Context: an optimization exercise on an open-source flow, tuned for small area and a short achievable clock period. The choices shown serve that exercise and are no tape-out recipe.
Where RTL was checked, it was by simulation tests only, not by an equivalence proof against the original.
No functional check of the RTL was part of runs 1 and 7.
No activity file was given, so power comes from the tool's default toggle rates.

File: flow/config.mk
export PLATFORM = sky130hd
export DESIGN_NAME = xpmwrap_sdpram_be
export DESIGN_NICKNAME = xpmwrap_sdpram_be
export VERILOG_FILES = /design/flow/design.v
export SDC_FILE = /design/flow/constraint.sdc
export NUM_CORES = 4
export LEC_CHECK = 0
export CAP_MARGIN = 20
export CORE_MARGIN = 2
export CORE_UTILIZATION = 55
export CTS_CLUSTER_DIAMETER = 80
export CTS_CLUSTER_SIZE = 25
export GPL_TIMING_DRIVEN = 0
export SETUP_SLACK_MARGIN = 0.95
export SLEW_MARGIN = 20
export SYNTH_HIERARCHICAL = 1
export SYNTH_MINIMUM_KEEP_SIZE = 0
File: flow/constraint.sdc
create_clock -name core_clock -period 2.8 [get_ports {clk}]
set_input_delay 0.5600 -clock core_clock [delete_from_list [all_inputs] [get_ports {clk}]]
set_output_delay 0.5600 -clock core_clock [all_outputs]
set_load 0.01 [all_outputs]
File: flow/design.v
package xpmwrap_pkg;
  typedef enum logic {
    CLEAR = 1'b0,
    READY = 1'b1
  } state_e;
  function automatic integer nb_calc(input integer data_width, input integer byte_width);
    nb_calc = data_width / byte_width;
  endfunction
  function automatic logic params_ok(input integer read_latency, input integer data_width,
                                     input integer byte_width);
    params_ok = (read_latency >= 1) && (read_latency <= 3) && (byte_width > 0) &&
                ((data_width % byte_width) == 0);
  endfunction
endpackage
module xpmwrap_aoi222 (
  input  logic a0, b0, a1, b1, a2, b2,
  output logic y
);
  assign y = ~((a0 & b0) | (a1 & b1) | (a2 & b2));
endmodule
module xpmwrap_nand2 (
  input  logic a, b,
  output logic y
);
  assign y = ~(a & b);
endmodule
module xpmwrap_nand4 (
  input  logic a, b, c, d,
  output logic y
);
  assign y = ~(a & b & c & d);
endmodule
module xpmwrap_nor3 (
  input  logic a, b, c,
  output logic y
);
  assign y = ~(a | b | c);
endmodule
module xpmwrap_ao32 (
  input  logic a0, a1, a2, b0, b1,
  output logic y
);
  assign y = (a0 & a1 & a2) | (b0 & b1);
endmodule
module xpmwrap_and2 (
  input  logic a, b,
  output logic y
);
  assign y = a & b;
endmodule
module xpmwrap_rdbit (
  input  logic [63:0] sel,
  input  logic [63:0] d,
  output logic [5:0]  y
);
  logic [21:0] t;    
  for (genvar k = 0; k < 21; k++) begin : g_t
    xpmwrap_aoi222 u_t (
      .a0(sel[3*k]),   .b0(d[3*k]),
      .a1(sel[3*k+1]), .b1(d[3*k+1]),
      .a2(sel[3*k+2]), .b2(d[3*k+2]),
      .y (t[k])
    );
  end
  xpmwrap_nand2 u_t21 (.a(sel[63]), .b(d[63]), .y(t[21]));
  for (genvar k = 0; k < 5; k++) begin : g_u
    xpmwrap_nand4 u_u (.a(t[4*k]), .b(t[4*k+1]), .c(t[4*k+2]), .d(t[4*k+3]), .y(y[k]));
  end
  xpmwrap_nand2 u_u5 (.a(t[20]), .b(t[21]), .y(y[5]));
endmodule
module xpmwrap_sdpram_be #(
  parameter int                  ADDR_WIDTH     = 6,
  parameter int                  DATA_WIDTH     = 32,
  parameter int                  BYTE_WIDTH     = 8,
  parameter int                  READ_LATENCY   = 2,
  parameter int                  CLEAR_ON_RESET = 1,
  parameter logic [DATA_WIDTH-1:0] CLEAR_VALUE  = '0
) (
  input  logic                                          clk,
  input  logic                                          rstn,
  input  logic                                          wr_en,
  input  logic [ADDR_WIDTH-1:0]                         wr_addr,
  input  logic [xpmwrap_pkg::nb_calc(DATA_WIDTH, BYTE_WIDTH)-1:0] wr_be,
  input  logic [DATA_WIDTH-1:0]                         wr_data,
  input  logic                                          rd_en,
  input  logic [ADDR_WIDTH-1:0]                         rd_addr,
  output logic [DATA_WIDTH-1:0]                         rd_data,
  output logic                                          rd_valid,
  output logic                                          busy,
  output logic                                          drop_err
);
  localparam int NB    = xpmwrap_pkg::nb_calc(DATA_WIDTH, BYTE_WIDTH);
  localparam int DEPTH = 2 ** ADDR_WIDTH;
  localparam int LOW   = ADDR_WIDTH / 2;
  localparam int NLO   = 2 ** LOW;
  localparam int NHI   = DEPTH / NLO;
  logic                  busy_q, busy_o_q;
  logic [NLO-1:0]        lo_q;
  logic [NHI-1:0]        hi_q;
  logic                  drop_q;
  logic                  vld_q, rd_valid_q;
  logic [DATA_WIDTH-1:0] rd_data_q;
  logic [6*DATA_WIDTH-1:0] dat_q;    
  logic                  sweep_last;
  assign sweep_last = lo_q[NLO-1] & hi_q[NHI-1];
  always_ff @(posedge clk) begin
    if (!rstn) begin
      lo_q <= NLO'(1);
      hi_q <= (CLEAR_ON_RESET != 0) ? NHI'(1) : '0;
    end else begin
      lo_q <= {lo_q[NLO-2:0], lo_q[NLO-1]};
      if (lo_q[NLO-1]) hi_q <= {hi_q[NHI-2:0], 1'b0};
    end
  end
  always_ff @(posedge clk) begin
    busy_q   <= ~rstn ? (CLEAR_ON_RESET != 0) : (busy_q & ~sweep_last);
    busy_o_q <= ~rstn ? (CLEAR_ON_RESET != 0) : (busy_o_q & ~sweep_last);
  end
  logic [DATA_WIDTH-1:0] wdata;
  logic [NB-1:0]         bok;
  logic [NLO-1:0]        wlo;
  logic [NHI-1:0]        whi;
  assign wdata = busy_q ? CLEAR_VALUE : wr_data;
  assign bok   = wr_be & {NB{wr_en}};
  for (genvar j = 0; j < NLO; j++) begin : g_wlo
    assign wlo[j] = (wr_addr[LOW-1:0] == LOW'(j));
  end
  for (genvar j = 0; j < NHI; j++) begin : g_whi
    assign whi[j] = (wr_addr[ADDR_WIDTH-1:LOW] == (ADDR_WIDTH-LOW)'(j));
  end
  logic [NLO-1:0]        rlo;
  logic [NHI-1:0]        rhi;
  for (genvar j = 0; j < NLO; j++) begin : g_rlo
    assign rlo[j] = (rd_addr[LOW-1:0] == LOW'(j));
  end
  for (genvar j = 0; j < NHI; j++) begin : g_rhi
    assign rhi[j] = (rd_addr[ADDR_WIDTH-1:LOW] == (ADDR_WIDTH-LOW)'(j));
  end
  logic [DATA_WIDTH-1:0] mem_q [DEPTH];
  logic [DEPTH-1:0]      rsel_a, rsel_b;    
  logic [DATA_WIDTH*DEPTH-1:0] mem_t;    
  for (genvar w = 0; w < DEPTH; w++) begin : g_word
    logic [NB-1:0] en;
    for (genvar b = 0; b < NB; b++) begin : g_byte
      xpmwrap_ao32 u_en (
        .a0(whi[w / NLO]), .a1(wlo[w % NLO]), .a2(bok[b]),
        .b0(hi_q[w / NLO]), .b1(lo_q[w % NLO]),
        .y (en[b])
      );
      always_ff @(posedge clk) begin
        if (en[b]) mem_q[w][b*BYTE_WIDTH +: BYTE_WIDTH] <= wdata[b*BYTE_WIDTH +: BYTE_WIDTH];
      end
    end
    xpmwrap_and2 u_rsel_a (.a(rhi[w / NLO]), .b(rlo[w % NLO]), .y(rsel_a[w]));
    xpmwrap_and2 u_rsel_b (.a(rhi[w / NLO]), .b(rlo[w % NLO]), .y(rsel_b[w]));
    for (genvar i = 0; i < DATA_WIDTH; i++) begin : g_t
      assign mem_t[i*DEPTH + w] = mem_q[w][i];
    end
  end
  logic [6*DATA_WIDTH-1:0] rd_p;
  logic [DATA_WIDTH-1:0]   dat_or;
  for (genvar i = 0; i < DATA_WIDTH; i++) begin : g_rd
    logic [DEPTH-1:0] sel;
    logic [5:0]       p;
    assign sel = (i < DATA_WIDTH / 2) ? rsel_a : rsel_b;
    xpmwrap_rdbit u_rd (.sel(sel), .d(mem_t[i*DEPTH +: DEPTH]), .y(p));
    assign rd_p[6*i +: 6] = p;
    assign dat_or[i]      = |dat_q[6*i +: 6];
  end
  always_ff @(posedge clk) begin
    dat_q <= rd_p;
    vld_q <= rstn & ~busy_q & rd_en;
  end
  always_ff @(posedge clk) begin
    if (!rstn) begin
      rd_valid_q <= 1'b0;
      rd_data_q  <= '0;
      drop_q     <= 1'b0;
    end else begin
      rd_valid_q <= vld_q;
      if (vld_q) rd_data_q <= dat_or;
      if (busy_q & (rd_en | wr_en)) drop_q <= 1'b1;
    end
  end
  assign rd_valid = rd_valid_q;
  assign rd_data  = rd_data_q;
  assign busy     = busy_o_q;
  assign drop_err = drop_q;
endmodule
File: flow/flow/run.sh
#!/bin/bash
# Own flow: the standard layout, with the I/O port buffers built from a plain buffer
# cell instead of the delay-cell default. Tool output goes to standard.log here and to
# ORFS's own per-step logs under orfs/logs.
set -euo pipefail
export BUFFER_PORTS_ARGS="-buffer_cell sky130_fd_sc_hd__buf_2"
bash standard.sh > standard.log 2>&1
File: flow/standard.sh
#!/bin/bash
# synth_recipe.tcl (not shown) runs the flow's synth.tcl, then flattens the netlist and writes it again
# the make line also repeats each setting of config.mk as NAME=value (left out here)
make -C /OpenROAD-flow-scripts/flow DESIGN_CONFIG=/design/flow/config.mk WORK_HOME=/design/flow/orfs CLKGATE_MAP_FILE= SYNTH_SCRIPT=/design/flow/synth_recipe.tcl "${@:-finish}"
==> impl_metrics.json, run 1 <==
{
  "start_util_pct": 55.3,
  "critPathMaxStageDelay_ns": 0.99,
  "setup_viol": 0,
  "netlist_area_um2": 79200,
  "antenna_found_initial": 16,
  "fmax_ghz": 0.503,
  "syn_avg_cell_area_um2": 20.7,
  "endpoint_kind": "flip-flop",
  "cp.arrival_ns": 2.42,
  "root_buffer": "clkbuf_16",
  "cp_cell_sequence": "buf_2, and2_2, a32o_2",
  "drt_pass1_iterations": 9,
  "rsz0062_at_grt": "true",
  "period_minus_slack_ns": 1.99,
  "reg2regPathDepth": 2,
  "place.port_buffers": 86,
  "wl_per_cell_um": 36.9,
  "r2r-end": "mem_q[62][5]",
  "grt_pass1_wl_um": 317000,
  "clk_path_buf_depth": 3,
  "synthTopCellsByArea": "edfxtp_1 (78%), a222oi_1 (8.5%), dfxtp_1 (6.2%)",
  "fillCellCount": 10000,
  "multi_input_area_um2": 13600,
  "power.density_nw_per_um2": 635,
  "regToRegStartpoint": "lo_q[6]",
  "final-hold-violation-count": 0,
  "finClkSkew_ns": 0.0262,
  "cp_num_buf_inv": 1,
  "fp.dieW_um": 383,
  "htreeDepth": 3,
  "synth_edf_count": 2048,
  "ant_nets": 0,
  "required_ns": 3.23,
  "pre_cts_ws_ns": -0.373,
  "fin_nets": 4236,
  "synth_seq_cells": 2293,
  "post-route-worst-setup-slack_ns": 0.813,
  "vias_per_cell": 7.27,
  "dieArea_um2": 147000,
  "core_um2": 143000,
  "cp-start-kind": "input port",
  "overflow": 0,
  "ioPinCount": 87,
  "synth_nets": 3873,
  "ys.warnings.count": 8,
  "period_share_pct": 71.0,
  "synthFlopType": "edfxtp_1",
  "syn2layout_area_growth_pct": 13.1,
  "gp_congestion": 0.852,
  "min_to": "vld_q",
  "cts.clk_slew.worst_paths_ns": 0.09,
  "ir_worst_vdd_v": 0.000472,
  "vias": 44900,
  "maxSlewViolCount": 0,
  "drive_gt1_share_pct": 19.5,
  "status": "finished clean",
  "synthArstFlopShare_pct": 0,
  "ff2ff_setup_slack_ns": 0.97,
  "grt_pass1_vias": 42500,
  "wirelength_um": 228000,
  "synth_top_cell_area_share_pct": 77.7,
  "synth_cells": 3821,
  "synth_cell_types": 25,
  "worstHoldPathCells": 2,
  "synth_top_area_cell": "edfxtp_1",
  "worst_pin_slew_ns": 1.14,
  "hold_path.class": "input port to flip-flop",
  "fp-row-count": 139,
  "dp_hpwl_um": 151000,
  "drc": 0,
  "p_leak_nw": 29.3,
  "path_delay_family": "simple AND/OR/NAND/NOR gates",
  "path_max_fanout": 32,
  "synth-seq-area-share_pct": 83.9,
  "grt_max_degree": 65,
  "die_y_um": 383,
  "seq_area_um2": 66500,
  "drt_iter0_drc": 8097,
  "cts-buffers-inserted": 108,
  "grt_usage_pct": 30.6,
  "cts_sinks": 2293,
  "clock_latency_ns": 0.77,
  "placed_area_um2": 85200,
  "fin_area_um2": 89500,
  "cts_tree": "built",
  "cp_slowest_cell": "and2_2",
  "worstSetupPathType": "input port to flip-flop",
  "slew_headroom_pct": 24.0,
  "min_from": "rd_en",
  "cap_viol_max_count": 0
}
-- Yosys cell counts (2+ instances only) --
master and instances:
nor4_1 32, o21ai_1 5, nand4_1 160, inv_1 3
a222oi_1 672, nor3_1 4, buf_4 3, and3b_1 9
nor2_1 35, buf_2 11, mux2i_1 7, and3_1 5
edfxtp_1 2048, o21ai_0 30, nor2b_1 39, o21a_1 2
nand2_1 67, dfxtp_1 245, nor3b_1 12, a32o_1 256
a31oi_1 32, and2_1 141
-- how the worst max path moves through the flow --
stage / startpoint / to / slack (ns) / cells after the start
2_1_floorplan: rd_addr[2] / dat_q[103] / 0.84 / 4
3_3_place_gp: rd_addr[1] / dat_q[38] / -3.33 / 5
3_5_place_dp: rd_addr[3] / dat_q[38] / -0.37 / 5
4_1_cts: rd_addr[5] / dat_q[38] / 0.75 / 5
5_1_grt: wr_en / mem_q[27][22] / 0.80 / 3
6_report: wr_en / mem_q[37][15] / 0.81 / 3
-- cell usage in the layout (no fill, tap or decap), types with 7 or more instances in the layout --
master / count
nor2b_1: 7
a31oi_1: 32
edfxtp_1: 2048
buf_8: 19
clkbuf_8: 7
mux2i_1: 7
and2_2: 83
dfxtp_1: 197
nor2b_4: 32
dfxtp_2: 19
and3b_4: 7
buf_6: 36
buf_4: 41
nand4_1: 160
o21ai_0: 30
and2_1: 28
clkbuf_16: 116
nor2_1: 32
buf_12: 56
nor4_1: 32
a32o_2: 192
a32o_1: 64
buf_2: 71
nand2_1: 67
nor3b_4: 12
and2_4: 32
buf_16: 39
dfxtp_4: 29
clkbuf_1: 55
a222oi_1: 672
-- state kept, by name, summed over array words and instances, names as in the netlist --
register	cells
mem_q	2048
dat_q	192
rd_data_q	32
hi_q	8
lo_q	8
busy_o_q	1
busy_q	1
drop_q	1
rd_valid_q	1
vld_q	1
-- worst reg2reg max path: stages (launching register included) --
cell	delay (ns)
dfxtp_4	0.67
buf_12	0.31
a32o_1	0.48
-- metrics by stage --
step           total power [mW]  hold WS [ns]  util [%]  cells  setup TNS (ns)
2_1_floorplan              38.3         0.408         -   3821               0
3_3_place_gp               39.0         0.417      57.5   5810        -4887.10
3_5_place_dp               39.2         0.419      59.5   5935          -13.76
4_1_cts                    57.0        0.0166      62.2   6152               0
5_1_grt                    58.2        0.0249      62.5   6180               0
6_report                   56.9        0.0637      62.5   6181               0
-- per-module statistics from Yosys (local to each module, per instance), excerpt --
module	flops+latches	cells inside	cell area, um2
xpmwrap_and2	0	1	6.26
xpmwrap_ao32	0	1	10.0
xpmwrap_aoi222	0	1	10.0
xpmwrap_nand2	0	1	3.75
xpmwrap_nand4	0	1	6.26
xpmwrap_sdpram_be	2293	2541	67900
-- logic make-up after synthesis --
| family | synth area share [%] |
|---|---|
| multiplexers | 0.0885 |
| flip-flops | 83.9 |
| AO/OA/AOI/OAI | 12.2 |
| AND/OR/NAND/NOR | 3.71 |
| buffers and inverters | 0.123 |
-- per-layer routing --
metal | track usage [%] | routed length, um | up-vias
met5 | 0 | 55 | -
met4 | 10.0 | 8490 | 8
li1 | - | - | 18400
met2 | 48.6 | 109000 | 2662
met1 | 43.0 | 87000 | 23500
met3 | 5.97 | 23800 | 361
-- cell type report --
type                            count  area share (%)
Multi-Input combinational cell   1512            15.2
Clock buffer                      177            3.58
Sequential cell                  2293            74.3
Clock inverter                     25           0.231
Buffer                             16           0.105
Tap cell                         1903            2.66
Inverter                            3          0.0126
Antenna cell                        2         0.00559
Timing Repair Buffer              250            3.89
-- repair_timing --
action / 4_1_cts / 5_1_grt
pin swaps: 35 / 38
setup endpoints to repair: 2276 / 963
gates cloned: 1 / 2
resized for setup: 190 / 47
hold buffers: 0 / 0
buffers inserted: 14 / 25
-- where the power goes --
part | switching, mW | total [mW] | internal (mW)
logic | 0.965 | 1.37 | 0.402
clock network | 10.4 | 18.4 | 8.01
registers | 0.182 | 37.1 | 36.9
==> inputs of run 2 (changes only) <==
--- a/flow/design.v
+++ b/flow/design.v
@@ -117,11 +117,13 @@
     busy_o_q <= ~rstn ? (CLEAR_ON_RESET != 0) : (busy_o_q & ~sweep_last);
   end
   logic [DATA_WIDTH-1:0] wdata;
-  logic [NB-1:0]         bok;
+  logic [4*NB-1:0]       bok;    
   logic [NLO-1:0]        wlo;
   logic [NHI-1:0]        whi;
   assign wdata = busy_q ? CLEAR_VALUE : wr_data;
-  assign bok   = wr_be & {NB{wr_en}};
+  for (genvar k = 0; k < 4 * NB; k++) begin : g_bok
+    xpmwrap_and2 u_bok (.a(wr_en), .b(wr_be[k % NB]), .y(bok[k]));
+  end
   for (genvar j = 0; j < NLO; j++) begin : g_wlo
     assign wlo[j] = (wr_addr[LOW-1:0] == LOW'(j));
   end
@@ -143,7 +145,7 @@
     logic [NB-1:0] en;
     for (genvar b = 0; b < NB; b++) begin : g_byte
       xpmwrap_ao32 u_en (
-        .a0(whi[w / NLO]), .a1(wlo[w % NLO]), .a2(bok[b]),
+        .a0(whi[w / NLO]), .a1(wlo[w % NLO]), .a2(bok[(w / (DEPTH / 4)) * NB + b]),
         .b0(hi_q[w / NLO]), .b1(lo_q[w % NLO]),
         .y (en[b])
       );
==> run 2 against run 1 <==
Utilization is 0.18 points higher. Wire length is 1.9% higher. Critical path depth is 5 higher. Worst setup slack better by 0.022 ns. Critical path type unchanged. Area after synthesis hardly changed. Combinational power is 5% higher. Global-route usage is 0.56 points higher. Non-clock buffer count is 2 higher. Clock skew is 0.0072 ns higher.
==> impl_metrics.json, run 2 <==
{
  "final_cell_mix": "edfxtp_1 (2048), a222oi_1 (672), dfxtp_1 (194)",
  "root_buffer": "clkbuf_16",
  "dp_hpwl_um": 155000,
  "vias_per_cell": 7.25,
  "synthFlopType": "edfxtp_1",
  "cp.arrival_ns": 2.48,
  "synth-simple-area-share_pct": 3.80,
  "maxSlewViolCount": 0,
  "final-hold-violation-count": 0,
  "timing.hold.ws_ns": 0.0674,
  "regToRegStartpoint": "lo_q[5]",
  "power.density_nw_per_um2": 636,
  "htreeDepth": 3,
  "final_cells": 6204,
  "clock_latency_ns": 0.77,
  "place.port_buffers": 86,
  "netlist_area_um2": 79300,
  "top_register": "mem_q",
  "synth_cell_types": 25,
  "synth_edf_count": 2048,
  "synth_seq_cells": 2293,
  "reg2regPathDepth": 2,
  "postCtsHoldBufs": 0,
  "yosys.area_share.adder_pct": 0,
  "drc": 0,
  "synth-seq-area-share_pct": 83.8,
  "fp-row-count": 139,
  "worst_pin_slew_ns": 0.837,
  "ff2ff_setup_slack_ns": 0.94,
  "ant_nets": 0,
  "dieArea_um2": 147000,
  "worstSetupPathType": "input port to flip-flop",
  "synthMuxAreaShare_pct": 0.0884,
  "core_um2": 143000,
  "finClkSkew_ns": 0.0334,
  "largest_reg_flops": 2048,
  "syn2layout_area_growth_pct": 13.3,
  "critPathLaunch": "rd_addr[2]",
  "synth_xor_area_share_pct": 0,
  "fillCellCount": 10000,
  "overflow": 0,
  "die_y_um": 384,
  "setup_viol": 0,
  "syn_avg_cell_area_um2": 20.7,
  "cts_sinks": 2293,
  "drt_iter0_drc": 8476,
  "grt_max_degree": 35,
  "wl_per_cell_um": 37.5,
  "ir_worst_vdd_v": 0.000494,
  "wirelength_um": 233000,
  "gp_congestion": 0.837,
  "drt_pass1_iterations": 9,
  "ys.warnings.count": 8,
  "drive_gt1_share_pct": 18.2,
  "p_leak_nw": 29.1,
  "synth_top_family_by_area": "compound AO/OA/AOI/OAI gates",
  "endpoint_kind": "flip-flop",
  "cts_tree": "built",
  "tns_ns": 0,
  "grt_pass1_wl_um": 322000,
  "final_common_cell": "edfxtp_1",
  "reg.largest.list": "mem_q (2048), dat_q (192), rd_data_q (32)",
  "synth.top_cells.by_count": "edfxtp_1 (2048), a222oi_1 (672), a32o_1 (256), dfxtp_1 (245), nand4_1 (160)",
  "synth_compound_area_share_pct": 12.2,
  "cts.clk_slew.worst_paths_ns": 0.10,
  "fin_nets": 4249,
  "clk_path_buf_depth": 3,
  "fmax_ghz": 0.509,
  "period_minus_slack_ns": 1.97,
  "fin_area_um2": 89800,
  "hold_path.class": "input port to flip-flop",
  "status": "finished clean",
  "synth_top_cell_area_share_pct": 77.6,
  "path_max_fanout": 8,
  "antenna_found_initial": 21,
  "synthTopCellsByArea": "edfxtp_1 (78%), a222oi_1 (8.5%), dfxtp_1 (6.2%)",
  "grt_usage_pct": 31.1,
  "r2r-end": "mem_q[5][15]",
  "cp-start-kind": "input port",
  "ioPinCount": 87,
  "cap_viol_max_count": 0,
  "vias": 45000,
  "rsz0062_at_grt": "true",
  "synth_cells": 3833,
  "cts-buffers-inserted": 107,
  "placed_area_um2": 85400,
  "place_inst": 5955,
  "crit_end": "dat_q[186]",
  "grt_pass1_vias": 42600,
  "slew_headroom_pct": 44.2,
  "period_share_pct": 70.2,
  "synth.most_common_cell": "edfxtp_1",
  "required_ns": 3.32,
  "fp.dieW_um": 384,
  "synth_nets": 3885,
  "synthArstFlopShare_pct": 0,
  "start_util_pct": 55.3,
  "synth_top_area_cell": "edfxtp_1"
}
[run 2: metrics by stage]
step | setup WS [ns] | utilization [%] | total power [mW]
2_1_floorplan | 0.784 | - | 38.3
3_3_place_gp | -3.99 | 57.5 | 39.1
3_5_place_dp | -0.425 | 59.6 | 39.2
4_1_cts | 0.843 | 62.5 | 57.3
5_1_grt | 0.882 | 62.6 | 58.4
6_report | 0.834 | 62.7 | 57.1
[run 2: per-layer routing]
metal / up-vias / track usage [%] / wire [um]
met2: 2900 / 49.2 / 110000
met4: 16 / 9.72 / 7870
met3: 389 / 7.36 / 27300
met1: 23200 / 43.3 / 86900
met5: - / 0 / 101
li1: 18500 / - / -
[run 2: final cells by class]
cell class	count	area [um2]	area share [%]
Timing Repair Buffer	252	3710	4.13
Multi-Input combinational cell	1524	13600	15.1
Antenna cell	12	30.0	0.0334
Clock buffer	175	3130	3.48
Sequential cell	2293	66500	74.1
Clock inverter	26	314	0.350
Tap cell	1903	2380	2.65
Buffer	16	97.6	0.109
Inverter	3	11.3	0.0125
[run 2: how the worst min path moves through the flow]
| stage | endpoint | cells after the start | startpoint |
|---|---|---|---|
| 4_1_cts | vld_q | 2 | rd_en |
| 6_report | vld_q | 2 | rd_en |
| 2_1_floorplan | dat_q[101] | 2 | mem_q[63][16] |
| 3_5_place_dp | dat_q[5] | 2 | mem_q[63][0] |
| 3_3_place_gp | dat_q[143] | 2 | mem_q[63][23] |
| 5_1_grt | vld_q | 2 | rd_en |
[run 2: per-module statistics from Yosys (local to each module, per instance), a selection]
| module | flops+latches | cells |
|---|---|---|
| xpmwrap_nand2 | 0 | 1 |
| xpmwrap_ao32 | 0 | 1 |
| xpmwrap_nand4 | 0 | 1 |
| xpmwrap_sdpram_be | 2293 | 2537 |
| xpmwrap_aoi222 | 0 | 1 |
| xpmwrap_and2 | 0 | 1 |
[run 2: what timing repair did]
| action | CTS | global route |
|---|---|---|
| gates cloned | 3 | 0 |
| setup buffers | 29 | 4 |
| setup endpoints to repair | 3603 | 464 |
| pin swaps | 31 | 21 |
| gates resized for setup | 219 | 47 |
[run 2: worst max-delay path: stages]
cell	delay (ns)
buf_8	0.13
nor3b_4	0.20
buf_6	0.16
buf_8	0.13
and2_4	0.16
buf_12	0.13
a222oi_1	0.61
nand4_1	0.39
[run 2: cell families (layout without fill, tap and decap cells)]
family / count (synthesis) / after routing
flip-flops: 2293 / 2293
AO/OA/AOI/OAI: 997 / 997
AND/OR/NAND/NOR: 517 / 520
buffers and inverters: 19 / 472
multiplexers: 7 / 7
other: 0 / 12
[run 2: power breakdown]
part | total (mW) | internal [mW] | switching [mW]
clock | 18.6 | 8.27 | 10.3
sequential | 37.1 | 36.9 | 0.160
combinational | 1.44 | 0.411 | 1.03
total | 57.1 | 45.6 | 11.5
==> inputs of run 3 (changes only) <==
--- a/flow/config.mk
+++ b/flow/config.mk
@@ -7,11 +7,11 @@
 export LEC_CHECK = 0
 export CAP_MARGIN = 20
 export CORE_MARGIN = 2
-export CORE_UTILIZATION = 55
+export CORE_UTILIZATION = 60
 export CTS_CLUSTER_DIAMETER = 80
 export CTS_CLUSTER_SIZE = 25
 export GPL_TIMING_DRIVEN = 0
-export SETUP_SLACK_MARGIN = 0.95
+export SETUP_SLACK_MARGIN = 1.0
 export SLEW_MARGIN = 20
 export SYNTH_HIERARCHICAL = 1
 export SYNTH_MINIMUM_KEEP_SIZE = 0
==> run 3 against run 2 <==
Still clean. Combinational power hardly changed. Utilization is 5.5 points higher. Clock power is 3% lower. Sequential power hardly changed. Power is 0.82% lower. Fmax is 6.0% higher. Wire length is 0.64% higher. Critical endpoint is now dat_q[162]. Largest power group unchanged.
==> impl_metrics.json, run 3 <==
{
  "grt_pass1_vias": 44000,
  "synthTopCellsByArea": "edfxtp_1 (78%), a222oi_1 (8.5%), dfxtp_1 (6.2%)",
  "endpoint_kind": "flip-flop",
  "grt_usage_pct": 34.1,
  "clock_latency_ns": 0.76,
  "vias": 46000,
  "place.port_buffers": 86,
  "synth_seq_cells": 2293,
  "cts-buffers-inserted": 106,
  "cap_viol_max_count": 0,
  "netlist_area_um2": 79300,
  "dieArea_um2": 135000,
  "place_inst": 5801,
  "synth_cells": 3833,
  "rsz0062_at_grt": "true",
  "required_ns": 3.31,
  "p_total_mw": 56.6,
  "fp-row-count": 133,
  "fmax_ghz": 0.539,
  "cts_sinks": 2293,
  "power.density_nw_per_um2": 633,
  "core_um2": 131000,
  "synth_edf_count": 2048,
  "regToRegStartpoint": "lo_q[0]",
  "synthFlopType": "edfxtp_1",
  "timing.hold.ws_ns": 0.188,
  "clk_path_buf_depth": 3,
  "synth_top_area_cell": "edfxtp_1",
  "r2r-end": "mem_q[48][5]",
  "synth.top_cells.by_count": "edfxtp_1 (2048), a222oi_1 (672), a32o_1 (256), dfxtp_1 (245), nand4_1 (160)",
  "drive_gt1_share_pct": 17.9,
  "p_leak_nw": 29.0,
  "ys.warnings.count": 8,
  "status": "finished clean",
  "largest_reg_flops": 2048,
  "overflow": 0,
  "reg2regPathDepth": 2,
  "final_common_cell": "edfxtp_1",
  "ioPinCount": 87,
  "top_register": "mem_q",
  "ant_nets": 0,
  "cp.arrival_ns": 2.37,
  "drt_iter0_drc": 9235,
  "root_buffer": "clkbuf_16",
  "antenna_found_initial": 15,
  "worst_pin_slew_ns": 1.09,
  "ir_worst_vdd_v": 0.000709,
  "synth.most_common_cell": "edfxtp_1",
  "dp_hpwl_um": 158000,
  "setup_viol": 0,
  "cts_tree": "built",
  "synthArstFlopShare_pct": 0,
  "start_util_pct": 60.4,
  "min_to": "vld_q",
  "synth_top_cell_area_share_pct": 77.6,
  "period_minus_slack_ns": 1.86,
  "vias_per_cell": 7.59,
  "worstHoldPathCells": 2,
  "period_share_pct": 66.3,
  "hold_path.class": "input port to flip-flop",
  "syn_avg_cell_area_um2": 20.7,
  "wl_per_cell_um": 38.6,
  "maxSlewViolCount": 0,
  "gp_congestion": 0.888,
  "ff2ff_setup_slack_ns": 1.02,
  "pre_cts_ws_ns": -0.339,
  "fillCellCount": 8256,
  "drt_pass1_iterations": 13,
  "final-hold-violation-count": 0,
  "syn2layout_area_growth_pct": 12.9,
  "fp.dieW_um": 367,
  "cp-start-kind": "input port",
  "htreeDepth": 3,
  "cts.clk_slew.worst_paths_ns": 0.09,
  "post-route-worst-setup-slack_ns": 0.945,
  "grt_pass1_wl_um": 323000,
  "grt_max_degree": 38,
  "reg.largest.list": "mem_q (2048), dat_q (192), rd_data_q (32)",
  "final_cells": 6057,
  "worstSetupPathType": "input port to flip-flop",
  "path_max_fanout": 16,
  "finClkSkew_ns": 0.0241,
  "wirelength_um": 234000,
  "tns_ns": 0,
  "die_y_um": 367,
  "synth_nets": 3885,
  "final_cell_mix": "edfxtp_1 (2048), a222oi_1 (672), dfxtp_1 (194)",
  "drc": 0,
  "synth-seq-area-share_pct": 83.8,
  "min_from": "rd_en",
  "fin_nets": 4252,
  "synth_cell_types": 25,
  "slew_headroom_pct": 26.5
}
## run 3: cell types whose count changed in the layout (fill, tap and decap cells not counted), sizes merged
cell	delta
inv	+1
and3b	+1
clkbuf	+13
bufinv	-4
clkinv	-6
diode	-4
buf	-2
nor2b	+2
## run 3: where the power goes
group,internal (mW),switching [mW]
Clock,7.95,10.1
Sequential,36.9,0.183
Combinational,0.414,1.04
Total,45.3,11.4
## run 3: metrics by stage
stage          util [%]  instance area [um2]
6_report           68.2                89500
5_1_grt            68.2                89500
4_1_cts            67.9                89100
3_5_place_dp       64.8                85100
3_3_place_gp       62.6                82200
2_1_floorplan         -                79600
## run 3: cell type report
| cell class | instances | area, um2 | share of cell area (%) |
|---|---|---|---|
| Antenna cell | 8 | 20.0 | 0.0224 |
| Buffer | 16 | 101 | 0.113 |
| Clock buffer | 185 | 3170 | 3.55 |
| Clock inverter | 17 | 171 | 0.192 |
| Inverter | 3 | 11.3 | 0.0126 |
| Multi-Input combinational cell | 1527 | 13700 | 15.3 |
| Sequential cell | 2293 | 66500 | 74.3 |
| Tap cell | 1755 | 2200 | 2.45 |
| Timing Repair Buffer | 253 | 3660 | 4.09 |
## run 3: repair_timing
action	4_1_cts	5_1_grt
resized for setup	223	83
pin swaps	46	41
gates cloned	5	1
endpoints found under the hold margin	0	0
setup endpoints to repair	3735	734
buffers inserted	14	26
hold buffers	0	0
## run 3: worst max-delay path, stage by stage
cell      delay (ns)
clkbuf_4        0.23
nor3_2          0.12
buf_4           0.22
and2_4          0.26
a222oi_1        0.53
nand4_1         0.42
## run 3: per-layer routing
metal,vias to the layer above,GRT usage (%),part of all wire (%)
li1,18500,-,-
met2,3337,54.7,47
met3,516,7.45,12
met5,-,0,0.016
met1,23600,45.6,35
met4,6,14.7,4.9
## run 3: cells by family (layout without fill, tap and decap cells)
family | count (synthesis) | count (layout) | share of synthesized area [%]
AOI/OAI and AO/OA | 997 | 997 | 12.2
buffers and inverters | 19 | 474 | 0.123
DFF | 2293 | 2293 | 83.8
muxes | 7 | 7 | 0.0884
other | 0 | 8 | 0
and+or+nand+nor | 517 | 523 | 3.80
## run 3: per-module statistics from Yosys (local to each module, per instance), excerpt
module	area, um2	copies in the design
xpmwrap_sdpram_be	67800	1
xpmwrap_ao32	10.0	256
xpmwrap_aoi222	10.0	672
xpmwrap_and2	6.26	144
xpmwrap_nand4	6.26	160
xpmwrap_nand2	3.75	64
## run 3: how the worst max path moves through the flow
stage                     from           end  slack (ns)  cells after the start
floorplan           wr_addr[0]  mem_q[30][0]        0.78                      2
detailed placement  rd_addr[1]      dat_q[0]       -0.34                      8
global route            drop_q      drop_err        0.93                      1
finish              rd_addr[3]    dat_q[162]        0.94                      6
global placement    rd_addr[2]     dat_q[97]       -3.43                      5
CTS                 rd_addr[1]     dat_q[16]        0.92                      6
==> inputs of run 4 (changes only) <==
--- a/flow/config.mk
+++ b/flow/config.mk
@@ -10,7 +10,7 @@
 export CORE_UTILIZATION = 60
 export CTS_CLUSTER_DIAMETER = 80
 export CTS_CLUSTER_SIZE = 25
-export GPL_TIMING_DRIVEN = 0
+export GPL_TIMING_DRIVEN = 1
 export SETUP_SLACK_MARGIN = 1.0
 export SLEW_MARGIN = 20
 export SYNTH_HIERARCHICAL = 1
==> run 4 against run 3 <==
Still clean on timing, DRC and antenna. Non-clock buffer count grew 32. Sequential power is essentially flat. Final cell count grew 0.53%. Clock power is essentially flat. Clock skew grew 0.0021 ns. Register-to-register slack lost 0.02 ns. Area after synthesis is the same. Wire length shrank 0.12%. Sequential share of layout area grew 0.78 points. Clock-buffer cell count shrank 6. Via count grew 0.19%. Global-route usage shrank 0.15 points. Highest routed layer unchanged.
==> impl_metrics.json, run 4 <==
{
  "status": "finished clean",
  "clockPowerShare_pct": 31.8,
  "cts.clk_slew.worst_paths_ns": 0.09,
  "grt_pass1_vias": 43600,
  "synth_top_cell_area_share_pct": 77.6,
  "power_frac_seq_pct": 65.8,
  "synth.top_cells.by_count": "edfxtp_1 (2048), a222oi_1 (672), a32o_1 (256), dfxtp_1 (245), nand4_1 (160)",
  "postCtsHoldBufs": 0,
  "htreeDepth": 3,
  "final-hold-violation-count": 0,
  "period_share_pct": 65.7,
  "ioPinCount": 87,
  "fp-row-count": 133,
  "dieArea_um2": 135000,
  "drc": 0,
  "setup_viol": 0,
  "cp.arrival_ns": 2.40,
  "grt_max_degree": 65,
  "slew_headroom_pct": 32.0,
  "switchingPower_mw": 11.3,
  "worst_pin_slew_ns": 1.02,
  "power_frac_comb_pct": 2.4,
  "tns_ns": 0,
  "die_y_um": 367,
  "place_inst": 5862,
  "gp_congestion": 0.910,
  "reg.largest.list": "mem_q (2048), dat_q (192), rd_data_q (32)",
  "cp_cell_sequence": "buf_2, nand2_1, nor2_4, buf_12, and2_1, buf_4, a222oi_1, nand4_1",
  "final_cells": 6089,
  "ir_worst_vdd_v": 0.000592,
  "grt_usage_pct": 34.0,
  "p_leak_nw": 28.7,
  "synthTopCellsByArea": "edfxtp_1 (78%), a222oi_1 (8.5%), dfxtp_1 (6.2%)",
  "clk_path_buf_depth": 3,
  "cp-start-kind": "input port",
  "antenna_found_initial": 16,
  "synthFlopType": "edfxtp_1",
  "wl_per_cell_um": 38.4,
  "top_register": "mem_q",
  "rsz0062_at_grt": "true",
  "synth_nets": 3885,
  "required_ns": 3.36,
  "ys.warnings.count": 8,
  "critPathMaxStageDelay_ns": 0.69,
  "synth_edf_count": 2048,
  "drive_gt1_share_pct": 16.7,
  "fin_nets": 4280,
  "ant_nets": 0,
  "reg2regPathDepth": 3,
  "synth_cells": 3833,
  "syn_avg_cell_area_um2": 20.7,
  "synth.most_common_cell": "edfxtp_1",
  "final_util_pct": 67.5,
  "worstSetupPathType": "input port to flip-flop",
  "drt_pass1_iterations": 8,
  "cts_sinks": 2293,
  "cts-buffers-inserted": 106,
  "syn2layout_area_growth_pct": 11.7,
  "drt_iter0_drc": 9892,
  "dp_hpwl_um": 144000,
  "worstHoldPathCells": 2,
  "ff2ff_setup_slack_ns": 1.00,
  "largest_reg_flops": 2048,
  "fmax_ghz": 0.544,
  "overflow": 0,
  "clock_latency_ns": 0.77,
  "grt_pass1_wl_um": 323000,
  "finClkSkew_ns": 0.0262,
  "hold_path.class": "input port to flip-flop",
  "root_buffer": "clkbuf_16",
  "fp.dieW_um": 367,
  "place.port_buffers": 86,
  "wirelength_um": 234000,
  "final_common_cell": "edfxtp_1",
  "vias_per_cell": 7.56,
  "synth_top_area_cell": "edfxtp_1",
  "vias": 46000,
  "cap_viol_max_count": 0,
  "maxSlewViolCount": 0,
  "power.density_nw_per_um2": 637,
  "period_minus_slack_ns": 1.84,
  "core_um2": 131000,
  "internal_power_mw": 45.1,
  "synthArstFlopShare_pct": 0,
  "p_sw_share_pct": 20.1,
  "synth_cell_types": 25,
  "netlist_area_um2": 79300,
  "final_cell_mix": "edfxtp_1 (2048), a222oi_1 (672), dfxtp_1 (199)",
  "cts_tree": "built",
  "synth_seq_cells": 2293,
  "cp_slowest_cell": "a222oi_1",
  "endpoint_kind": "flip-flop",
  "path_max_fanout": 16,
  "synth-seq-area-share_pct": 83.8,
  "start_util_pct": 60.4
}
[run 4: worst max-delay path: cells and delay by family]
kind,cells,cell delay [ns]
buffers and inverters,3,0.53
AOI/OAI and AO/OA,1,0.69
and+or+nand+nor,4,0.61
[run 4: power groups by stage]
stage | combinational [mW] | sequential, mW | clock [mW]
floorplan | 0.524 | 37.8 | 0
global placement | 1.30 | 37.9 | 0
detailed placement | 1.32 | 37.9 | 0
CTS | 1.32 | 37.1 | 18.2
global route | 1.40 | 37.1 | 19.3
finish | 1.38 | 37.1 | 17.9
[run 4: metrics by stage]
stage                     area [um2]  hold WS [ns]  worst slack [ns]  power, mW
final                          88600        0.0832             0.960       56.5
after global routing           88500        0.0668             0.928       57.8
after CTS                      88400        0.0352             0.930       56.6
after detailed placement       84700         0.416          0.000558       39.2
after global placement         84700         0.416            0.0384       39.2
after floorplan                79600         0.408             0.784       38.3
[run 4: timing repair]
action                                  in CTS  in global routing
gates resized for setup                    108                 60
gates cloned                                 0                  2
setup buffers                                6                  5
endpoints found under the setup margin    2330                322
pin swaps                                    3                 23
hold endpoints to repair                     0                  0
[run 4: logic make-up after synthesis]
group	after synthesis	synth area share [%]
flip-flops	2293	83.8
buffers and inverters	19	0.123
AO/OA/AOI/OAI	997	12.2
AND/OR/NAND/NOR	517	3.80
multiplexers	7	0.0884
[run 4: final timing paths]
kind | start | end
max | rd_addr[1] | dat_q[142]
min | rd_en | vld_q
max reg2reg | busy_q | mem_q[57][27]
min reg2reg | mem_q[63][30] | dat_q[185]
[run 4: per-layer routing]
metal | vias up | global-route usage (%) | wire (um)
li1 | 18500 | - | -
met1 | 23500 | 48.4 | 86000
met2 | 3470 | 51.1 | 106000
met3 | 518 | 7.73 | 30700
met4 | 8 | 14.5 | 11200
met5 | - | 0.427 | 101
[run 4: cell type report]
cell class                 count  area [um2]
sequential                  2293       66500
fill                        8582       42700
multi-input combinational   1523       13400
timing repair buffer         301        3130
clock buffer                 179        3080
tap                         1755        2200
clock inverter                21         213
antenna                       14        35.0
inverter                       3        11.3
[run 4: modules after synthesis, one instance, submodules excluded, a selection]
module | times used | flip-flops and latches
xpmwrap_and2 | 144 | 0
xpmwrap_ao32 | 256 | 0
xpmwrap_aoi222 | 672 | 0
xpmwrap_nand2 | 64 | 0
xpmwrap_nand4 | 160 | 0
xpmwrap_sdpram_be | 1 | 2293
==> inputs of run 5 (changes only) <==
--- a/flow/config.mk
+++ b/flow/config.mk
@@ -7,11 +7,11 @@
 export LEC_CHECK = 0
 export CAP_MARGIN = 20
 export CORE_MARGIN = 2
-export CORE_UTILIZATION = 60
+export CORE_UTILIZATION = 62
 export CTS_CLUSTER_DIAMETER = 80
 export CTS_CLUSTER_SIZE = 25
 export GPL_TIMING_DRIVEN = 1
-export SETUP_SLACK_MARGIN = 1.0
+export SETUP_SLACK_MARGIN = 1.1
 export SLEW_MARGIN = 20
 export SYNTH_HIERARCHICAL = 1
 export SYNTH_MINIMUM_KEEP_SIZE = 0
==> run 5 against run 4 <==
Highest routed layer unchanged. Critical path depth is 7 lower. Sequential share of layout area is 1.1 points lower. Cell area is 1.5% higher. Worst setup slack worse by 0.035 ns. Register-to-register slack hardly changed. Clock-buffer cell count is 1 lower. Critical endpoint is now rd_data[15]. Clock skew is 0.0052 ns higher. Combinational power is 4% higher. Final cell count stayed put. Still clean on timing, DRC and antenna. Wire length is 0.11% lower.
==> impl_metrics.json, run 5 <==
{
  "synthFlopType": "edfxtp_1",
  "synth-seq-area-share_pct": 83.8,
  "cap_viol_max_count": 0,
  "grt_pass1_vias": 43900,
  "drc": 0,
  "synth_cells": 3833,
  "ant_nets": 0,
  "rsz0062_at_grt": "true",
  "critPathMaxStageDelay_ns": 0.44,
  "cp_cell_sequence": "buf_6",
  "worstSetupPathType": "flip-flop to primary output",
  "core_um2": 127000,
  "synth_top_family_by_area": "compound AO/OA/AOI/OAI gates",
  "synth_cell_types": 25,
  "synthTopCellsByArea": "edfxtp_1 (78%), a222oi_1 (8.5%), dfxtp_1 (6.2%)",
  "syn_avg_cell_area_um2": 20.7,
  "clock_latency_ns": 0.76,
  "finClkSkew_ns": 0.0314,
  "cts.clk_slew.worst_paths_ns": 0.10,
  "syn2layout_area_growth_pct": 13.4,
  "required_ns": 2.24,
  "fp.dieW_um": 362,
  "hold_path.class": "input port to flip-flop",
  "vias_per_cell": 7.64,
  "die_y_um": 362,
  "ioPinCount": 87,
  "fin_nets": 4383,
  "final_util_pct": 70.7,
  "cp_num_buf_inv": 1,
  "grt_pass1_wl_um": 323000,
  "power.density_nw_per_um2": 628,
  "synth_nets": 3885,
  "synth_top_cell_area_share_pct": 77.6,
  "slew_headroom_pct": 41.0,
  "status": "finished clean",
  "grt_usage_pct": 35.1,
  "wl_met1_um": 82400,
  "dr_wl_met2_um": 113000,
  "cp.arrival_ns": 1.31,
  "dp_hpwl_um": 144000,
  "fmax_ghz": 0.533,
  "fp-row-count": 131,
  "final_cell_mix": "edfxtp_1 (2048), a222oi_1 (672), dfxtp_1 (200)",
  "dieArea_um2": 131000,
  "dr.max_layer_used": "met5",
  "placed_area_um2": 85000,
  "worst_pin_slew_ns": 0.881,
  "start_util_pct": 62.3,
  "htreeDepth": 3,
  "period_share_pct": 67.0,
  "drt_pass1_iterations": 10,
  "reg.largest.list": "mem_q (2048), dat_q (192), rd_data_q (32)",
  "wl_per_cell_um": 38.4,
  "synth_seq_cells": 2293,
  "vias": 46500,
  "maxSlewViolCount": 0,
  "root_buffer": "clkbuf_16",
  "period_minus_slack_ns": 1.87,
  "synth.most_common_cell": "edfxtp_1",
  "synthArstFlopShare_pct": 0,
  "cp-start-kind": "flip-flop",
  "cp_slowest_cell": "dfxtp_4",
  "synth_edf_count": 2048,
  "netlist_area_um2": 79300,
  "ys.warnings.count": 8,
  "synth-simple-area-share_pct": 3.80,
  "cts_tree": "built",
  "cts_sinks": 2293,
  "synthMuxAreaShare_pct": 0.0884,
  "tns_ns": 0,
  "yosys.area_share.adder_pct": 0,
  "synth_compound_area_share_pct": 12.2,
  "clk_path_buf_depth": 3,
  "path_max_fanout": 2,
  "final-hold-violation-count": 0,
  "gp_congestion": 0.919,
  "place.port_buffers": 86,
  "top_register": "mem_q",
  "synth_top_area_cell": "edfxtp_1",
  "antenna_found_initial": 17,
  "ir_worst_vdd_v": 0.000738,
  "path_delay_family": "flip-flops",
  "endpoint_kind": "primary output",
  "wl_met3_um": 26900,
  "postCtsHoldBufs": 0,
  "wirelength_um": 234000,
  "fin_area_um2": 89900,
  "p_leak_nw": 29.9,
  "setup_viol": 0,
  "cts-buffers-inserted": 106,
  "overflow": 0,
  "drt_iter0_drc": 9464,
  "largest_reg_flops": 2048,
  "synth_xor_area_share_pct": 0,
  "grt_max_degree": 65,
  "synth.top_cells.by_count": "edfxtp_1 (2048), a222oi_1 (672), a32o_1 (256), dfxtp_1 (245), nand4_1 (160)",
  "timing.hold.ws_ns": 0.0823,
  "final_common_cell": "edfxtp_1",
  "drive_gt1_share_pct": 21.1
}
run 5: path summary, 6_finish.rpt:
path              slack [ns]          start  cells after the start      endpoint
setup / recovery        0.93  rd_data_q[15]                      1   rd_data[15]
setup reg to reg        1.01         busy_q                      3  mem_q[29][7]
hold / removal          0.08          rd_en                      2         vld_q
hold reg to reg         0.43  mem_q[63][19]                      2    dat_q[119]
run 5: cell families (layout without fill, tap and decap cells):
logic type / Yosys count / count (layout)
DFF: 2293 / 2293
other: 0 / 5
muxes: 7 / 7
AOI/OAI and AO/OA: 997 / 997
buffers and inverters: 19 / 596
and+or+nand+nor: 517 / 529
run 5: per-module statistics from Yosys (local to each module, per instance), excerpt:
module             cells inside  cell area, um2  flops+latches  times used
xpmwrap_and2                  1            6.26              0         144
xpmwrap_ao32                  1            10.0              0         256
xpmwrap_nand4                 1            6.26              0         160
xpmwrap_aoi222                1            10.0              0         672
xpmwrap_sdpram_be          2537           67800           2293           1
xpmwrap_nand2                 1            3.75              0          64
run 5: cell type report:
| class | count | area, um2 |
|---|---|---|
| well taps | 1662 | 2080 |
| diodes | 5 | 12.5 |
| clock inverters | 21 | 198 |
| multi-input cells | 1533 | 13700 |
| fillers | 7779 | 37300 |
| clock buffers | 178 | 3060 |
| flip-flops and latches | 2293 | 66500 |
| repair buffers | 394 | 4260 |
| inverters | 3 | 11.3 |
run 5: layer usage:
metal | global-route usage, % | vias to the layer above
li1 | - | 18800
met1 | 47.3 | 23900
met2 | 56.2 | 3338
met3 | 6.76 | 504
met4 | 15.9 | 8
met5 | 0 | -
run 5: report_power, final:
part / internal [mW] / switching, mW / leakage, nW / total, mW
Combinational: 0.457 / 0.976 / 7.20 / 1.43
Sequential: 36.9 / 0.209 / 21.1 / 37.1
Clock: 7.71 / 10.2 / 1.56 / 17.9
run 5: what timing repair did:
action / CTS / global route
buffers inserted: 32 / 29
endpoints found under the hold margin: 0 / 0
gates resized for setup: 221 / 57
pin swaps: 35 / 30
endpoints found under the setup margin: 2383 / 579
cloned: 7 / 10
run 5: per-stage QoR:
| step | cells | setup WS, ns | total power [mW] |
|---|---|---|---|
| finish | 6089 | 0.925 | 56.4 |
| global route | 6085 | 0.895 | 57.8 |
| CTS | 6045 | 0.890 | 56.5 |
| detailed placement | 5807 | -0.263 | 39.2 |
| global placement | 5807 | -0.180 | 39.2 |
| floorplan | 3833 | 0.848 | 38.3 |
==> inputs of run 6 (changes only) <==
--- a/flow/config.mk
+++ b/flow/config.mk
@@ -7,11 +7,11 @@
 export LEC_CHECK = 0
 export CAP_MARGIN = 20
 export CORE_MARGIN = 2
-export CORE_UTILIZATION = 62
+export CORE_UTILIZATION = 65
 export CTS_CLUSTER_DIAMETER = 80
 export CTS_CLUSTER_SIZE = 25
 export GPL_TIMING_DRIVEN = 1
-export SETUP_SLACK_MARGIN = 1.1
+export SETUP_SLACK_MARGIN = 1.2
 export SLEW_MARGIN = 20
 export SYNTH_HIERARCHICAL = 1
 export SYNTH_MINIMUM_KEEP_SIZE = 0
==> run 6 against run 5 <==
Cell area shrank 0.61%. Fmax grew 4.2%. Via count shrank 0.17%. Sequential cell count is the same. Clock power shrank 5%. Wire length shrank 2.3%. Power shrank 1.5%. Combinational power is essentially flat. Register-to-register slack gained 0.14 ns. Critical endpoint is now rd_data[12].
==> impl_metrics.json, run 6 <==
{
  "pre_cts_ws_ns": -0.0873,
  "cp_slowest_cell": "dfxtp_4",
  "final-hold-violation-count": 0,
  "synthTopCellsByArea": "edfxtp_1 (78%), a222oi_1 (8.5%), dfxtp_1 (6.2%)",
  "finClkSkew_ns": 0.0203,
  "top_register": "mem_q",
  "synth-seq-area-share_pct": 83.8,
  "placed_area_um2": 84500,
  "status": "finished clean",
  "fin_area_um2": 89300,
  "synth_top_area_cell": "edfxtp_1",
  "path_delay_family": "flip-flops",
  "cts-buffers-inserted": 102,
  "fillCellCount": 7130,
  "worst_pin_slew_ns": 0.796,
  "critPathMaxStageDelay_ns": 0.40,
  "cap_viol_max_count": 0,
  "fp.dieW_um": 353,
  "drive_gt1_share_pct": 21.2,
  "drt_iter0_drc": 10000,
  "grt_pass1_wl_um": 318000,
  "overflow": 0,
  "synthFlopType": "edfxtp_1",
  "dieArea_um2": 125000,
  "synth_top_cell_area_share_pct": 77.6,
  "reg2regPathDepth": 4,
  "start_util_pct": 65.3,
  "clock_latency_ns": 0.73,
  "min_to": "vld_q",
  "r2r-end": "mem_q[57][21]",
  "synth.most_common_cell": "edfxtp_1",
  "period_share_pct": 64.3,
  "largest_reg_flops": 2048,
  "worstHoldPathCells": 2,
  "final_common_cell": "edfxtp_1",
  "ant_nets": 0,
  "rsz0062_at_grt": "true",
  "core_um2": 121000,
  "synth_edf_count": 2048,
  "root_buffer": "clkbuf_16",
  "cts.clk_slew.worst_paths_ns": 0.10,
  "tns_ns": 0,
  "syn2layout_area_growth_pct": 12.7,
  "ir_worst_vdd_v": 0.000593,
  "die_y_um": 353,
  "reg.largest.list": "mem_q (2048), dat_q (192), rd_data_q (32)",
  "netlist_area_um2": 79300,
  "synth_cell_types": 25,
  "endpoint_kind": "primary output",
  "ys.warnings.count": 8,
  "drt_pass1_iterations": 10,
  "maxSlewViolCount": 0,
  "cp_cell_sequence": "buf_6",
  "timing.hold.ws_ns": 0.0927,
  "place.port_buffers": 86,
  "synth_nets": 3885,
  "syn_avg_cell_area_um2": 20.7,
  "dp_hpwl_um": 139000,
  "cp.arrival_ns": 1.24,
  "fmax_ghz": 0.556,
  "hold_path.class": "input port to flip-flop",
  "antenna_found_initial": 6,
  "cts_sinks": 2293,
  "ff2ff_setup_slack_ns": 1.15,
  "wirelength_um": 228000,
  "postCtsHoldBufs": 0,
  "synth_cells": 3833,
  "p_leak_nw": 29.8,
  "min_from": "rd_en",
  "worstSetupPathType": "flip-flop to primary output",
  "setup_viol": 0,
  "regToRegStartpoint": "busy_q",
  "cts_tree": "built",
  "slew_headroom_pct": 46.9,
  "vias_per_cell": 7.72,
  "grt_pass1_vias": 44300,
  "post-route-worst-setup-slack_ns": 1.00,
  "vias": 46400,
  "path_max_fanout": 2,
  "required_ns": 2.24,
  "fin_nets": 4357,
  "grt_max_degree": 65,
  "htreeDepth": 3,
  "period_minus_slack_ns": 1.80,
  "fp-row-count": 128,
  "cp_num_buf_inv": 1,
  "power.density_nw_per_um2": 622,
  "gp_congestion": 0.945,
  "p_total_mw": 55.5,
  "clk_path_buf_depth": 3,
  "synth_seq_cells": 2293,
  "grt_usage_pct": 35.9,
  "final_cell_mix": "edfxtp_1 (2048), a222oi_1 (672), a32o_2 (234)",
  "synth.top_cells.by_count": "edfxtp_1 (2048), a222oi_1 (672), a32o_1 (256), dfxtp_1 (245), nand4_1 (160)",
  "drc": 0,
  "synthArstFlopShare_pct": 0,
  "cp-start-kind": "flip-flop",
  "ioPinCount": 87,
  "wl_per_cell_um": 37.9
}
run 6: cell families after synthesis:
group	synth area share, %
buffers and inverters	0.123
flip-flops	83.8
AO/OA/AOI/OAI	12.2
multiplexers	0.0884
AND/OR/NAND/NOR	3.80
run 6: power breakdown:
| part | internal, mW | switching [mW] |
|---|---|---|
| registers | 36.9 | 0.204 |
| logic | 0.444 | 0.957 |
| clock network | 7.24 | 9.80 |
run 6: metal layers:
metal | up-vias | global-route usage (%) | wire [um]
met1 | 23600 | 49.2 | 79000
li1 | 18700 | - | -
met2 | 3565 | 55.8 | 107000
met5 | - | 0 | 8
met3 | 552 | 7.78 | 30000
met4 | 2 | 17.4 | 12400
run 6: Yosys stat by module (local to each module, per instance), a selection:
module | cell area, um2 | times used | flip-flops and latches
xpmwrap_sdpram_be | 67800 | 1 | 2293
xpmwrap_ao32 | 10.0 | 256 | 0
xpmwrap_aoi222 | 10.0 | 672 | 0
xpmwrap_and2 | 6.26 | 144 | 0
xpmwrap_nand4 | 6.26 | 160 | 0
xpmwrap_nand2 | 3.75 | 64 | 0
run 6: timing repair:
item	CTS	global route
gates cloned	13	3
setup endpoints to repair	3042	891
setup buffers	53	27
gates resized for setup	263	99
pin swaps	42	58
run 6: area by class of cell:
class                   instances  area, um2  area share (%)
diodes                          5       12.5          0.0140
clock buffers                 178       2880            3.22
clock inverters                 6       93.8           0.105
inverters                       3       11.3          0.0126
multi-input cells            1534      13800            15.5
flip-flops and latches       2293      66500            74.5
well taps                    1625       2030            2.28
repair buffers                371       3980            4.45
run 6: metrics by stage:
step,cells,utilization (%)
after floorplan,3833,-
after global placement,5730,69.6
after detailed placement,5730,69.6
after CTS,5980,73.2
after global routing,6010,73.6
final,6015,73.6
run 6: how the worst max path moves through the flow:
stage | start | endpoint | depth (start not counted)
after floorplan | wr_addr[4] | mem_q[10][0] | 2
after global placement | rd_addr[4] | dat_q[184] | 5
after detailed placement | rd_addr[4] | dat_q[184] | 5
after CTS | rd_data_q[22] | rd_data[22] | 1
after global routing | rd_data_q[17] | rd_data[17] | 1
final | rd_data_q[12] | rd_data[12] | 1
==> inputs of run 7 (changes only) <==
--- a/flow/design.v
+++ b/flow/design.v
@@ -139,7 +139,7 @@
     assign rhi[j] = (rd_addr[ADDR_WIDTH-1:LOW] == (ADDR_WIDTH-LOW)'(j));
   end
   logic [DATA_WIDTH-1:0] mem_q [DEPTH];
-  logic [DEPTH-1:0]      rsel_a, rsel_b;    
+  logic [4*DEPTH-1:0]    rsel;    
   logic [DATA_WIDTH*DEPTH-1:0] mem_t;    
   for (genvar w = 0; w < DEPTH; w++) begin : g_word
     logic [NB-1:0] en;
@@ -153,8 +153,9 @@
         if (en[b]) mem_q[w][b*BYTE_WIDTH +: BYTE_WIDTH] <= wdata[b*BYTE_WIDTH +: BYTE_WIDTH];
       end
     end
-    xpmwrap_and2 u_rsel_a (.a(rhi[w / NLO]), .b(rlo[w % NLO]), .y(rsel_a[w]));
-    xpmwrap_and2 u_rsel_b (.a(rhi[w / NLO]), .b(rlo[w % NLO]), .y(rsel_b[w]));
+    for (genvar c = 0; c < 4; c++) begin : g_rsel
+      xpmwrap_and2 u_rsel (.a(rhi[w / NLO]), .b(rlo[w % NLO]), .y(rsel[c*DEPTH + w]));
+    end
     for (genvar i = 0; i < DATA_WIDTH; i++) begin : g_t
       assign mem_t[i*DEPTH + w] = mem_q[w][i];
     end
@@ -164,7 +165,7 @@
   for (genvar i = 0; i < DATA_WIDTH; i++) begin : g_rd
     logic [DEPTH-1:0] sel;
     logic [5:0]       p;
-    assign sel = (i < DATA_WIDTH / 2) ? rsel_a : rsel_b;
+    assign sel = rsel[(i / (DATA_WIDTH / 4))*DEPTH +: DEPTH];
     xpmwrap_rdbit u_rd (.sel(sel), .d(mem_t[i*DEPTH +: DEPTH]), .y(p));
     assign rd_p[6*i +: 6] = p;
     assign dat_or[i]      = |dat_q[6*i +: 6];
--- a/flow/config.mk
+++ b/flow/config.mk
@@ -7,11 +7,11 @@
 export LEC_CHECK = 0
 export CAP_MARGIN = 20
 export CORE_MARGIN = 2
-export CORE_UTILIZATION = 65
+export CORE_UTILIZATION = 60
 export CTS_CLUSTER_DIAMETER = 80
 export CTS_CLUSTER_SIZE = 25
-export GPL_TIMING_DRIVEN = 1
-export SETUP_SLACK_MARGIN = 1.2
+export GPL_TIMING_DRIVEN = 0
+export SETUP_SLACK_MARGIN = 1.0
 export SLEW_MARGIN = 20
 export SYNTH_HIERARCHICAL = 1
 export SYNTH_MINIMUM_KEEP_SIZE = 0
==> run 7 against run 6 <==
Hold slack better by 0.064 ns. Die area up 9.3%. First-iteration DRC count down 12%. Sequential share of layout area down 1.1 points. Global-route usage down 2.9 points. Largest power group unchanged.
==> impl_metrics.json, run 7 <==
{
  "reg.largest.list": "mem_q (2048), dat_q (192), rd_data_q (32)",
  "synth.most_common_cell": "edfxtp_1",
  "maxSlewViolCount": 0,
  "cp_cell_sequence": "buf_4, nor3b_4, buf_6, buf_6, buf_8, and2_1, a222oi_1, nand4_1",
  "path_max_fanout": 9,
  "drive_gt1_share_pct": 16.5,
  "cp-start-kind": "input port",
  "r2r-end": "mem_q[16][28]",
  "slew_headroom_pct": 36.6,
  "hold_path.class": "input port to flip-flop",
  "regToRegStartpoint": "busy_q",
  "grt_usage_pct": 33.0,
  "drc": 0,
  "fmax_ghz": 0.530,
  "critPathMaxStageDelay_ns": 0.57,
  "dp_hpwl_um": 145000,
  "core_um2": 133000,
  "placed_area_um2": 86300,
  "wl_met1_um": 88600,
  "synthFlopType": "edfxtp_1",
  "synth-seq-area-share_pct": 82.9,
  "fin_area_um2": 90600,
  "status": "finished clean",
  "synth_top_area_cell": "edfxtp_1",
  "place.port_buffers": 86,
  "top_register": "mem_q",
  "final-hold-violation-count": 0,
  "wl_met3_um": 28700,
  "synth_cells": 3961,
  "rsz0062_at_grt": "true",
  "worst_pin_slew_ns": 0.942,
  "finClkSkew_ns": 0.0287,
  "dr_wl_met2_um": 105000,
  "syn_avg_cell_area_um2": 20.2,
  "min_to": "vld_q",
  "synth.top_cells.by_count": "edfxtp_1 (2048), a222oi_1 (672), and2_1 (281), a32o_1 (256), dfxtp_1 (245)",
  "required_ns": 3.37,
  "synth_cell_types": 25,
  "vias": 46100,
  "synth_nets": 4013,
  "netlist_area_um2": 80100,
  "root_buffer": "clkbuf_16",
  "path_delay_family": "buffers and inverters",
  "fin_nets": 4405,
  "dr.max_layer_used": "met5",
  "min_from": "rd_en",
  "final_cell_mix": "edfxtp_1 (2048), a222oi_1 (672), and2_1 (240)",
  "ioPinCount": 87,
  "cp_num_buf_inv": 4,
  "cap_viol_max_count": 0,
  "clock_latency_ns": 0.76,
  "synthTopCellsByArea": "edfxtp_1 (77%), a222oi_1 (8.4%), dfxtp_1 (6.1%)",
  "synth_seq_cells": 2293,
  "wl_per_cell_um": 36.7,
  "grt_pass1_wl_um": 318000,
  "synth_edf_count": 2048,
  "endpoint_kind": "flip-flop",
  "period_minus_slack_ns": 1.89,
  "cp.arrival_ns": 2.46,
  "cts_tree": "built",
  "antenna_found_initial": 16,
  "cts_sinks": 2293,
  "power.density_nw_per_um2": 626,
  "start_util_pct": 60.2,
  "crit_top_cell": "buf_6",
  "worstSetupPathType": "input port to flip-flop",
  "synth_top_cell_area_share_pct": 76.8,
  "overflow": 0,
  "p_total_mw": 56.8,
  "largest_reg_flops": 2048,
  "ff2ff_setup_slack_ns": 0.94,
  "clk_path_buf_depth": 3,
  "drt_pass1_iterations": 7,
  "final_common_cell": "edfxtp_1",
  "cts-buffers-inserted": 107,
  "ys.warnings.count": 8,
  "ant_nets": 0,
  "period_share_pct": 67.4,
  "synthArstFlopShare_pct": 0,
  "syn2layout_area_growth_pct": 13.2,
  "die_y_um": 369,
  "reg2regPathDepth": 4,
  "cp_slowest_cell": "a222oi_1",
  "fp.dieW_um": 369,
  "wirelength_um": 229000,
  "setup_viol": 0,
  "cts.clk_slew.worst_paths_ns": 0.10,
  "ir_worst_vdd_v": 0.000599,
  "grt_pass1_vias": 43700,
  "final_util_pct": 68.2,
  "dieArea_um2": 136000,
  "grt_max_degree": 37,
  "vias_per_cell": 7.39,
  "fp-row-count": 134,
  "gp_congestion": 0.798,
  "htreeDepth": 3,
  "drt_iter0_drc": 8809,
  "p_leak_nw": 29.5,
  "worstHoldPathCells": 2
}
## run 7: modules after synthesis, one instance, submodules excluded, a selection
| module | copies in the design | cells |
|---|---|---|
| xpmwrap_sdpram_be | 1 | 2537 |
| xpmwrap_ao32 | 256 | 1 |
| xpmwrap_nand4 | 160 | 1 |
| xpmwrap_nand2 | 64 | 1 |
| xpmwrap_and2 | 272 | 1 |
| xpmwrap_aoi222 | 672 | 1 |
## run 7: layer usage
layer	up-vias	track usage, %
met5	-	0.285
met4	6	10.3
met3	363	8.11
met2	3099	49.7
met1	23600	48.2
li1	19000	-
## run 7: metrics by stage
stage	instances	hold slack (ns)	setup slack [ns]	setup TNS (ns)
after floorplan	3961	0.408	0.784	0
final	6237	0.156	0.914	0
after CTS	6212	0.0932	0.944	0
after detailed placement	5957	0.420	-0.140	-4.25
after global routing	6226	0.158	0.932	0
after global placement	5815	0.415	-3.65	-5167.06
## run 7: cell type report
| type | count | area (um2) |
|---|---|---|
| plain buffers | 16 | 101 |
| fillers | 8556 | 42300 |
| repair buffers | 273 | 4010 |
| clock buffers | 174 | 3030 |
| well taps | 1768 | 2210 |
| inverters | 3 | 11.3 |
| diodes | 22 | 55.1 |
| multi-input cells | 1659 | 14400 |
| flip-flops and latches | 2293 | 66500 |
| clock inverters | 29 | 292 |
## run 7: kinds of logic after synthesis
family	Yosys count	synth area share [%]
mux	7	0.0875
flops	2293	82.9
simple gates	645	4.76
compound gates	997	12.1
buf+inv	19	0.122
## run 7: worst max path at each step
stage | startpoint | end | slack, ns | depth (start not counted)
after floorplan | wr_addr[0] | mem_q[30][0] | 0.78 | 2
after global placement | rd_addr[1] | dat_q[66] | -3.65 | 6
after detailed placement | wr_addr[0] | mem_q[41][23] | -0.14 | 6
after CTS | drop_q | drop_err | 0.94 | 1
after global routing | drop_q | drop_err | 0.93 | 1
final | rd_addr[1] | dat_q[12] | 0.91 | 8
## run 7: power by group
| part | internal, mW | leakage [nW] | switching (mW) | total, mW |
|---|---|---|---|---|
| clock network | 7.81 | 1.60 | 10.3 | 18.1 |
| logic | 0.467 | 6.77 | 1.14 | 1.60 |
| registers | 36.9 | 21.1 | 0.127 | 37.0 |
| total | 45.2 | 29.5 | 11.6 | 56.8 |
## run 7: repair_timing
item	in CTS	in global routing
hold buffers	0	0
resized for setup	114	62
setup endpoints to repair	3806	697
cloned	10	0
pin swaps	32	48
buffers inserted	42	3

==> afterwards: timing with drivers on the ports <==
No port has a modelled driver above. Below, the same layouts with a new extraction and two added sets of constraints. Step 1 assumes that a clkbuf_16 drives the clock port and a buf_2 every other input. Step 2 also shifts input and output timing later by t, the mid clock arrival at the registers, as if the neighbouring blocks saw the same clock. Slacks: no drivers / after step 1 / after step 2; pairs: no drivers / after step 1.
| run | shift t [ns] | setup WS [ns] | worst setup path at the end | slew at the worst register clock pin (ns) | worst slew at a driven data input, ns |
|---|---|---|---|---|---|
| run 1 | 0.837 | 0.813 / 0.806 / 0.024 | input to register | 0.10 / 0.10 | 0.14 |
| run 2 | 0.825 | 0.834 / 0.817 / -0.007 | input to register | 0.11 / 0.11 | 0.21 |
| run 3 | 0.825 | 0.945 / 0.899 / 0.095 | input to register | 0.10 / 0.10 | 0.11 |
| run 4 | 0.826 | 0.960 / 0.889 / 0.132 | input to register | 0.10 / 0.10 | 0.11 |
| run 5 | 0.827 | 0.925 / 0.840 / 0.247 | input to register | 0.10 / 0.10 | 0.06 |
| run 6 | 0.804 | 1.000 / 0.917 / 0.263 | input to register | 0.10 / 0.10 | 0.10 |
| run 7 | 0.833 | 0.914 / 0.874 / 0.123 | input to register | 0.10 / 0.10 | 0.08 |
Met with ideal ports but missed after step 2: setup timing in run 2. The setup slack of run 3, which loses most, moves by -0.046 ns with the drivers and by -0.850 ns with both steps.
